This is an optimization exercise on Yosys and OpenROAD, whose aim is small area, a short achievable clock period and few clock cycles per item, not a production implementation.
The RTL was checked by simulation tests, not by an equivalence proof against the original design.
Power is estimated from default activity; no workload was simulated.

// cm_top
module cm_top #(
    parameter logic [31:0] RF_BADDR = 32'd0      
) (
    input  wire         clk,
    input  wire         rst_n,
    input  wire  [31:0] rf_addr,
    input  wire         rf_wr,
    input  wire  [31:0] rf_cfg,
    output logic [31:0] rf_sts,
    output logic        mem_ce,
    output logic        mem_we,
    output logic [31:0] mem_addr,
    output logic [7:0]  mem_wr_data,
    input  wire  [7:0]  mem_rd_data
);
    logic sel_op1, sel_op2, sel_res, sel_nop, sel_start, sel_sts;
    assign sel_op1   = rf_wr & (rf_addr == RF_BADDR + 32'd0);
    assign sel_op2   = rf_wr & (rf_addr == RF_BADDR + 32'd1);
    assign sel_res   = rf_wr & (rf_addr == RF_BADDR + 32'd2);
    assign sel_nop   = rf_wr & (rf_addr == RF_BADDR + 32'd3);
    assign sel_start = rf_wr & (rf_addr == RF_BADDR + 32'd4);
    assign sel_sts   = rf_wr & (rf_addr == RF_BADDR + 32'd5);
    logic        running;        
    logic        done_q;         
    logic [10:1] s;              
    logic        first;          
    logic        second;         
    logic        last;           
    logic        rot;            
    logic        rz;             
    logic        ait;            
    logic        bit_q;          
    logic        b0;             
    logic [31:0] rd_cnt;         
    logic [31:0] nop_q;
    logic        go, pend, finish;
    logic        r_n, f_n, l_n;
    logic [10:1] s_n;
    assign go     = sel_start & rf_cfg[0] & ~running;
    assign pend   = first ? s[7] : s[10];                      
    assign finish = last & s[10];
    always_comb begin
        r_n = running;
        f_n = first;
        l_n = last;
        s_n = 10'd1;
        if (!running) begin
            if (go) begin
                r_n = 1'b1;
                f_n = 1'b1;
                l_n = 1'b0;
            end
        end else if (finish) begin
            r_n = 1'b0;
        end else if (pend) begin
            f_n = 1'b0;
            l_n = rz;
        end else if (last && !second && s[1]) begin
            s_n = 10'd1 << 4;                                    
        end else begin
  ...
clock: 5.0 ns
lec_check: 0
cap_margin: 20
core_margin: 2
core_utilization: 45
place_density: 0.6
setup_slack_margin: 2.45
slew_margin: 20
standard.sh (not shown) runs the stock make flow with config.mk's settings and CLKGATE_MAP_FILE= SYNTH_SCRIPT=/design/flow/synth_recipe.tcl, a recipe that flattens the netlist after the stock synthesis.
==> flow/flow/run.sh <==
#!/bin/bash
# Standard layout, with plain buffers (instead of delay buffers) on the ports
# and a clock tree without dummy loads.
export BUFFER_PORTS_ARGS="-buffer_cell sky130_fd_sc_hd__buf_2"
export CTS_ARGS="-sink_clustering_enable -repair_clock_nets -dont_use_dummy_load"
bash standard.sh > standard.log 2>&1
Testbench counts at the start, summed over its fixed seeds: cycles 15,065, ops 1,445.
Edit:
--- a/flow/config.mk
+++ b/flow/config.mk
@@ -10,2 +10,2 @@
-export CORE_UTILIZATION = 45
-export PLACE_DENSITY = 0.6
+export CORE_UTILIZATION = 40
+export PLACE_DENSITY = 0.65
Result: The new run finished clean. Sequential power stays flat. Design area hardly moves. Combinational power went down by 4.8%. Flip-flop and latch count is unchanged. Die area is higher by 12%. Core utilization decreases by 6.2 points. Via count rose by 1.2%. Wire length goes down by 0.42%. Worst setup slack gets worse by 53 ps. First-iteration DRC count rises by 3.8%.
Edit:
--- a/flow/config.mk
+++ b/flow/config.mk
@@ -11,2 +11,2 @@
-export PLACE_DENSITY = 0.65
-export SETUP_SLACK_MARGIN = 2.45
+export PLACE_DENSITY = 0.6
+export SETUP_SLACK_MARGIN = 2.65
Outcome: The changed run ran to the end with no violations. Worst setup slack gets better by 150 ps. Clock skew rises by 16 ps. Combinational power rises by about 10%. Via count rises by 3.8%. Cell area rises by 6.2%. Wire length rises by 11%. Total power rises by 0.48%. Fmax rises by 6.1%. Core utilization rises by 2.9 points.
Edit:
--- a/flow/config.mk
+++ b/flow/config.mk
@@ -12 +12 @@
-export SETUP_SLACK_MARGIN = 2.65
+export SETUP_SLACK_MARGIN = 2.35
Outcome:
- The changed run completed without violations
- total power drops by 3.2%
- sequential share of layout area climbs by 2.9 points
- sequential cell count is unchanged
- register-to-register slack degrades by 120 ps
- final cell count drops by 2.9%
- wire length drops by 8.3%
- synthesized cell count is unchanged
- clock-buffer cell count drops by 3
- cell area drops by 6.7%
- die area stays the same
- critical path depth drops by 4

re-timing with driven ports:
How much do the figures lean on ideal ports? The routed layouts below were timed once more, with nothing changed but the port constraints. Step 1: set_driving_cell puts a clkbuf_16 on clk and a buf_2 on each other input, an assumption about the parent block. Step 2 times the ports against the registers' clock, not the clock port: input delays grow and output delays shrink by t, the midpoint of the rising clock arrivals with the driver on. a / b / c = ideal ports / drivers / drivers and shift; a / b = the first two.
run	t (ns)	slack for setup (ns)	worst data-port slew with drivers (ns)
the first run	0.537	2.463 / 2.463 / 1.999	0.08
the second run	0.538	2.410 / 2.410 / 2.007	0.11
the third run	0.540	2.558 / 2.558 / 2.114	0.09
the fourth run	0.587	2.425 / 2.440 / 1.853	0.09
After both steps setup and hold are still met in every run listed. The setup slack of the fourth run, which loses most, moves by +0.015 ns with the drivers and by -0.572 ns with both steps.
